This design comes from an exercise in tuning for small area, a short achievable clock period and few clock cycles per item on the open sky130 flow, not from production work. In this exercise RTL edits were held to simulation tests only and were not proved equivalent to the original. No activity file was given, so power comes from the tool's default toggle rates.

build 92:
==> flow/design.v (excerpt) <==
module tomasulo_core #(
  parameter logic [31:0] REG_INIT = 32'd5
) (
  input  logic        GCLK,
  input  logic        rst,
  input  logic [31:0] inst,          
  input  logic        inst_valid,
  output logic        fetch_en,
  output logic        wb_valid,      
  output logic [31:0] wb_value,
  input  logic [3:0]  dbg_addr,
  output logic [31:0] dbg_data,
  output logic        dbg_pending,
  output logic        idle           
);
Size: ~4,600 cells after synthesis, roughly 640 flip-flops, ~110 I/O pins.
==> flow/config.mk <==
export PLATFORM = sky130hd
export DESIGN_NAME = tomasulo_core
export DESIGN_NICKNAME = tomasulo_core
export VERILOG_FILES = /design/flow/design.v
export SDC_FILE = /design/flow/constraint.sdc
export NUM_CORES = 4
export LEC_CHECK = 0
export CAP_MARGIN = 20
export CORE_MARGIN = 2
export CORE_UTILIZATION = 40
export SLEW_MARGIN = 20
==> flow/constraint.sdc <==
create_clock -name core_clock -period 12.0 [get_ports {GCLK}]
set_input_delay 2.4000 -clock core_clock [delete_from_list [all_inputs] [get_ports {GCLK}]]
set_output_delay 2.4000 -clock core_clock [all_outputs]
set_load 0.01 [all_outputs]
standard.sh (not shown) runs the stock make flow with config.mk's settings and CLKGATE_MAP_FILE= SYNTH_SCRIPT=/design/flow/synth_recipe.tcl, a recipe that flattens the netlist after the stock synthesis.
==> flow/flow/run.sh <==
#!/bin/bash
set -euo pipefail
export SETUP_SLACK_MARGIN=5.5
bash standard.sh > standard.log 2>&1
Testbench counts of build 92, summed over its fixed seeds: cycles 8,282, items 7,706.
Changes in build 80 relative to build 92:
- swapping 20 for 0 in SLEW_MARGIN
- putting SETUP_SLACK_MARGIN at 5 where nothing was set
- swapping 20 for 0 in CAP_MARGIN
==> flow/run.sh (new file) <==
#!/bin/bash
# synth_recipe.tcl (not shown) runs the flow's synth.tcl, then flattens the netlist and writes it again
# the make line also repeats each setting of config.mk as NAME=value (left out here)
make -C /OpenROAD-flow-scripts/flow DESIGN_CONFIG=/design/flow/config.mk WORK_HOME=/design/flow/orfs CLKGATE_MAP_FILE= SYNTH_SCRIPT=/design/flow/synth_recipe.tcl finish
removed: flow/flow/run.sh
removed: flow/standard.sh
Findings:
- Measured against each other, build 80 and build 92 differ in share of power burned in the clock network, the higher figure coming from build 80.
- Lower clock network area share was reported by build 92, not build 80.
- The clock skew was comparable across build 80 and build 92.
For build 96, these inputs were changed with respect to build 80:
- an added CTS_CLUSTER_DIAMETER of 120
- an added CTS_CLUSTER_SIZE of 30
- a change of CAP_MARGIN from 0 to 20
- a change of SLEW_MARGIN from 0 to 20
==> run summary <==
Global-route track usage on met3 (build 96 over build 80): decrease, 1.0 points. Build 80 → build 96: number of buffers inserted to repair setup after CTS now larger, first-iteration DRC count now smaller. [compare] base=build 80 new=build 96: multi-input gate share of the layout cell area moved up, multi-input combinational cell area about even, total global routing track utilization went down.
What build 62 does differently from build 96 at the input level:
- a change of CTS_CLUSTER_DIAMETER from 120 to 100
- a change of CORE_UTILIZATION from 40 to 50
- an added PLACE_DENSITY of 0.75
- a change of CTS_CLUSTER_SIZE from 30 to 24
==> run summary <==
[build 62] setup slack after layout fell 130 ps relative to build 96
Arrival time at the worst endpoint: build 62 vs build 96 up 130 ps
Between build 62 and build 96, the cell leakage power figures differ only marginally.
| number of antenna violations at the first check in global routing | higher: build 96 |
Compared with build 96, build 62 improves headroom to the max-slew limit.
When build 62 is measured against build 96, its routability congestion estimate turns out 0.059 higher.
Total design power (build 62 vs. build 96) increases by a few percent
There was hardly any difference in number of multi-input combinational cells in the layout between build 96 and build 62.
[inputs] build 63 vs build 62
- PLACE_DENSITY no longer set, was 0.75
- CTS_CLUSTER_SIZE now 30, was 24
==> comparison <==
Build 63 packs its core looser than build 62. Comparing build 62 and build 63, the lower pin slew with the least headroom to its limit is on build 63. Higher post-CTS setup-driven buffer insertion count among build 62 and build 63: build 63. The lower area of all placed cells without fillers of build 62 and build 63 is in build 63. | setup slack after placement | higher: build 62 |. Across both runs, number of instances resized during post-cts repair was lower for build 63 than for build 62. On number of clock buffers in the layout: build 63 sits below build 62. The time the worst path needs with I/O delays and setup number comes out higher for build 62 vs build 63. Comparing build 63 against build 62, there is no change at all in number of antenna violations at the first check in global routing.
--- input diff build 63..build 23 ---
- removing CTS_CLUSTER_SIZE (formerly 30)
- removing CTS_CLUSTER_DIAMETER (formerly 100)
- changing CORE_UTILIZATION from 50 to 40
- setting ABC_AREA to 1 for the first time
Findings:
- Routed wire in build 23 totals more than in build 63.
- Synthesis-to-finish area growth in build 23 is 11 points higher than in build 63
- Comparing build 23 and build 63, the higher number of nets in the synthesized netlist was measured on build 23.

========
Setup of run 1:
tomasulo_core again, from the RTL that the note above started with.
// tomasulo_core
module tomasulo_core #(
  parameter logic [31:0] REG_INIT = 32'd5
) (
  input  logic        GCLK,
  input  logic        rst,
  input  logic [31:0] inst,          
  input  logic        inst_valid,
  output logic        fetch_en,
  output logic        wb_valid,      
  output logic [31:0] wb_value,
  input  logic [3:0]  dbg_addr,
  output logic [31:0] dbg_data,
  output logic        dbg_pending,
  output logic        idle           
);
clock: 12.0 ns
lec_check: 0
cap_margin: 20
core_margin: 2
core_utilization: 40
setup_slack_margin: 5
slew_margin: 20
tns_end_percent: 10
run.sh (not shown) runs the stock make flow with config.mk's settings and CLKGATE_MAP_FILE= SYNTH_SCRIPT=/design/flow/synth_recipe.tcl, a recipe that flattens the netlist after the stock synthesis.
Stock flow here: none of the scripts above is used.
Testbench counts of run 1, summed over its fixed seeds: cycles 8,282, items 7,706.
Modified inputs, run 2 compared to run 1
- clearing TNS_END_PERCENT, which used to be 10
- swapping 40 for 50 in CORE_UTILIZATION
Notes after the runs:
- Looking at the reports, run 2 completed the entire flow and the layout it produced met the timing, design-rule and antenna checks.
- Overall global routing resource usage delta for run 2 relative to run 1: 8.8 points higher
- Maximum fanout count along the critical path (lower): run 2
- Between run 2 and run 1, it is run 2 whose starting utilization of the core area is higher, by 10 points.
Relative to run 2, the following input files were edited for run 3:
- changing CORE_UTILIZATION from 50 to 40
Results
- In run 3 the power share of the combinational group turned out 0.3 points lower than in run 2.
- Clock tree cell share of total cell area across run 2 and run 3: no real change.
- Run 3 vs run 2: cell count up
- Run 3: last weighted congestion value of the routability-driven placer lower than run 2
Here is what was changed in the inputs of run 4 compared with run 3.
- SETUP_SLACK_MARGIN changed from 5 to 4
Notes after the runs:
In the tables for run 3 and run 4, cell count reads lower with run 4. Non-clock buffer area fraction after layout: higher on run 3. Relative to run 3, the cell area measured on run 4 has decreased slightly. Register area across run 3 and run 4: no real change. Run 4 ends up with lower slack of the worst reg-to-reg path than run 3 does. Sequential cell count of the final layout came out exactly the same in run 3 and run 4. Worst setup timing slack at the placement stage: run 3 vs run 4 identical. Compared run 4 vs run 3, and worst setup slack is down in run 4. Of the two values seen for critical path endpoint, dbg_data[18] was produced by run 3 and dbg_data[4] by run 4. Run 4 against run 3: part of the power in the clock network level, fraction of power consumed by combinational cells has decreased.

========
== alpha ==
Starting RTL as in the previous note.
make LEC_CHECK=0 CAP_MARGIN=20 CORE_MARGIN=2 CORE_UTILIZATION=40 CTS_CLUSTER_DIAMETER=100 CTS_CLUSTER_SIZE=24 SETUP_SLACK_MARGIN=5 SLEW_MARGIN=20 finish   # period 12.0 ns
alpha went all the way through the flow, and no timing, DRC or antenna check failed.
Testbench counts of alpha, summed over its fixed seeds: cycles 8,282, items 7,706.
diff inputs: alpha => beta
- CTS_CLUSTER_DIAMETER no longer set, was 100
- CTS_CLUSTER_SIZE no longer set, was 24
- PLACE_DENSITY now 0.75, previously not set
Findings:
beta vs. alpha: adder-cell area share of the yosys netlist comparable, total power now larger, worst hold margin now smaller, met3 global-route usage now larger, time the final worst path needs with I/O delays and setup now smaller. In the metrics for beta and alpha, the one carrying the lower delay of the slowest cell on the worst path is alpha. beta against alpha: total of clock buffers placed in the layout +about 37%, sequential share of layout area now sits lower. Global-route wire length before repair is higher on alpha. The higher number of detailed-route iterations in the first pass came out of alpha. Number of fillers in the final layout: beta < alpha.
Input changes introduced in gamma (baseline for comparison: beta):
- CORE_UTILIZATION: 40 -> 50
- PLACE_DENSITY: 0.75 -> unset
- CTS_CLUSTER_SIZE: unset -> 24
- CTS_CLUSTER_DIAMETER: unset -> 100
Notes after the runs:
On footprint of the multi-input gates, beta and gamma are basically level. Against beta, gamma reports a fraction of layout instances using a drive strength above 1 that is lower. When the final numbers for beta and gamma were put side by side, the global-route usage over all layers turned out to be smaller in beta. Delta (gamma minus beta): effective utilization at floorplan picked up an extra 10 points; flip-flop and latch count neither gained nor lost much. Summary of gamma over beta: number of nets at the end of the flow did not really move, critical path depth lower, worst setup timing slack at the placement stage dropped 0.26 ns, longest individual stage delay on the worst path increased 0.19 ns. gamma against beta: total power saw a decrease, die area shows a reduction of 23000 um^2.

========
## run A
Starting RTL as in the previous note.
## tomasulo_core
module tomasulo_core #(
  parameter logic [31:0] REG_INIT = 32'd5
) (
  input  logic        GCLK,
  input  logic        rst,
  input  logic [31:0] inst,          
  input  logic        inst_valid,
  output logic        fetch_en,
  output logic        wb_valid,      
  output logic [31:0] wb_value,
  input  logic [3:0]  dbg_addr,
  output logic [31:0] dbg_data,
  output logic        dbg_pending,
  output logic        idle           
);
export LEC_CHECK = 0
export CAP_MARGIN = 20
export CORE_MARGIN = 2
export CORE_UTILIZATION = 40
export SLEW_MARGIN = 20
create_clock -name core_clock -period 12.0 [get_ports {GCLK}]
standard.sh (not shown) runs the stock make flow with config.mk's settings and CLKGATE_MAP_FILE= SYNTH_SCRIPT=/design/flow/synth_recipe.tcl, a recipe that flattens the netlist after the stock synthesis.
==> flow/flow/run.sh <==
#!/bin/bash
set -euo pipefail
export SETUP_SLACK_MARGIN=6.5
bash standard.sh > standard.log 2>&1
Testbench counts of run A, summed over its fixed seeds: cycles 8,282, items 7,706.
What run B does differently from run A at the input level:
Settings: an added ABC_AREA of 1; a change of CORE_UTILIZATION from 40 to 60; an added SETUP_SLACK_MARGIN of 5.
==> flow/run.sh (new file) <==
#!/bin/bash
# synth_recipe.tcl (not shown) runs the flow's synth.tcl, then flattens the netlist and writes it again
# the make line also repeats each setting of config.mk as NAME=value (left out here)
make -C /OpenROAD-flow-scripts/flow DESIGN_CONFIG=/design/flow/config.mk WORK_HOME=/design/flow/orfs CLKGATE_MAP_FILE= SYNTH_SCRIPT=/design/flow/synth_recipe.tcl finish
removed: flow/flow/run.sh
removed: flow/standard.sh
Results
- Run B vs. run A: total number of placement rows decreased about 20%; total track usage increased 19 points; relative area of non-clock buffer cells in the final design decreased 5.6 points; largest net degree at the start of global routing decreased 18.
- Clock-buffer cell count (run B vs. run A) decreases by a few percent
- Compared to run A, run B has clock latency of the later-clocked register in the worst-skew pair 0.02 ns higher.
diff inputs: run B => run C
Settings: CORE_UTILIZATION changed from 60 to 40; CTS_CLUSTER_DIAMETER newly set to 100; CTS_CLUSTER_SIZE newly set to 20; ABC_AREA removed (was 1).
--- outcome ---
Run C vs run B, growth of design area from synthesis to finish went down by 6.4 points.
Relative to run B, the final cell area reported for run C is lower.
Number of vias per cell after detailed routing shrinks by a few percent when moving from run B to run C.
Input changes introduced in run D (baseline for comparison: run C):
Settings: CTS_CLUSTER_DIAMETER no longer set, was 100; CTS_BUF_LIST now sky130_fd_sc_hd__clkbuf_4 sky130_fd_sc_hd__clkbuf_8, previously not set; CTS_CLUSTER_SIZE no longer set, was 20.
### Flow results
- Run comparison: run C source of the critical timing path dbg_addr[3]; run D source of the critical timing path dbg_addr[1]
- Diff run C -> run D | H-tree depth reported by CTS | increase of 1
- Run D — area added between synthesis and finish 2.1 points higher, run C as reference
- Delta (run D minus run C): proportion of final cell area spent on non-clock buffers went down 0.16 points, share of cell area taken by flip-flops and latches now sits lower.

## separate check: timing with driven ports
In the flow no input, the clock included, has a driving cell. The finished layouts below were timed again as built, in two steps.
Step 1, drivers: a clkbuf_16 drives GCLK and a buf_2 each remaining input, both assumed.
Step 2, shift: input delay + t, output delay - t, t = (earliest + latest rising clock arrival at the registers) / 2. This alone moves slack from input paths to output paths.
a / b / c = no drivers / after step 1 / after step 2; a / b = the first two.
run | shift t [ns] | slack for setup (ns) | worst setup path at the end
build 92 | 0.680 | 5.231 / 5.179 / 5.179 | input to output
build 80 | 0.683 | 5.010 / 4.983 / 4.983 | input to output
build 96 | 0.695 | 5.049 / 5.021 / 5.021 | input to output
build 62 | 0.711 | 4.917 / 4.893 / 4.893 | input to output
build 63 | 0.712 | 4.983 / 4.961 / 4.961 | input to output
build 23 | 0.710 | 4.889 / 4.868 / 4.868 | input to output
run 1 | 0.680 | 4.663 / 4.643 / 4.643 | input to output
run 2 | 0.726 | 4.981 / 4.955 / 4.955 | input to output
run 3 | 0.684 | 5.027 / 5.000 / 5.000 | input to output
run 4 | 0.679 | 4.034 / 4.014 / 4.014 | input to output
alpha | 0.719 | 4.976 / 4.952 / 4.952 | input to output
beta | 0.727 | 4.996 / 4.974 / 4.974 | input to output
gamma | 0.716 | 5.011 / 4.986 / 4.986 | input to output
run A | 0.699 | 5.318 / 5.270 / 5.270 | input to output
run B | 0.713 | 4.851 / 4.824 / 4.824 | input to output
run C | 0.656 | 4.949 / 4.924 / 4.924 | input to output
run D | 0.806 | 5.026 / 5.000 / 5.000 | input to output
After both steps setup and hold are still met in every run listed. For build 92, which loses most, drivers alone change the setup slack by -0.052 ns; drivers and shift together by -0.052 ns.
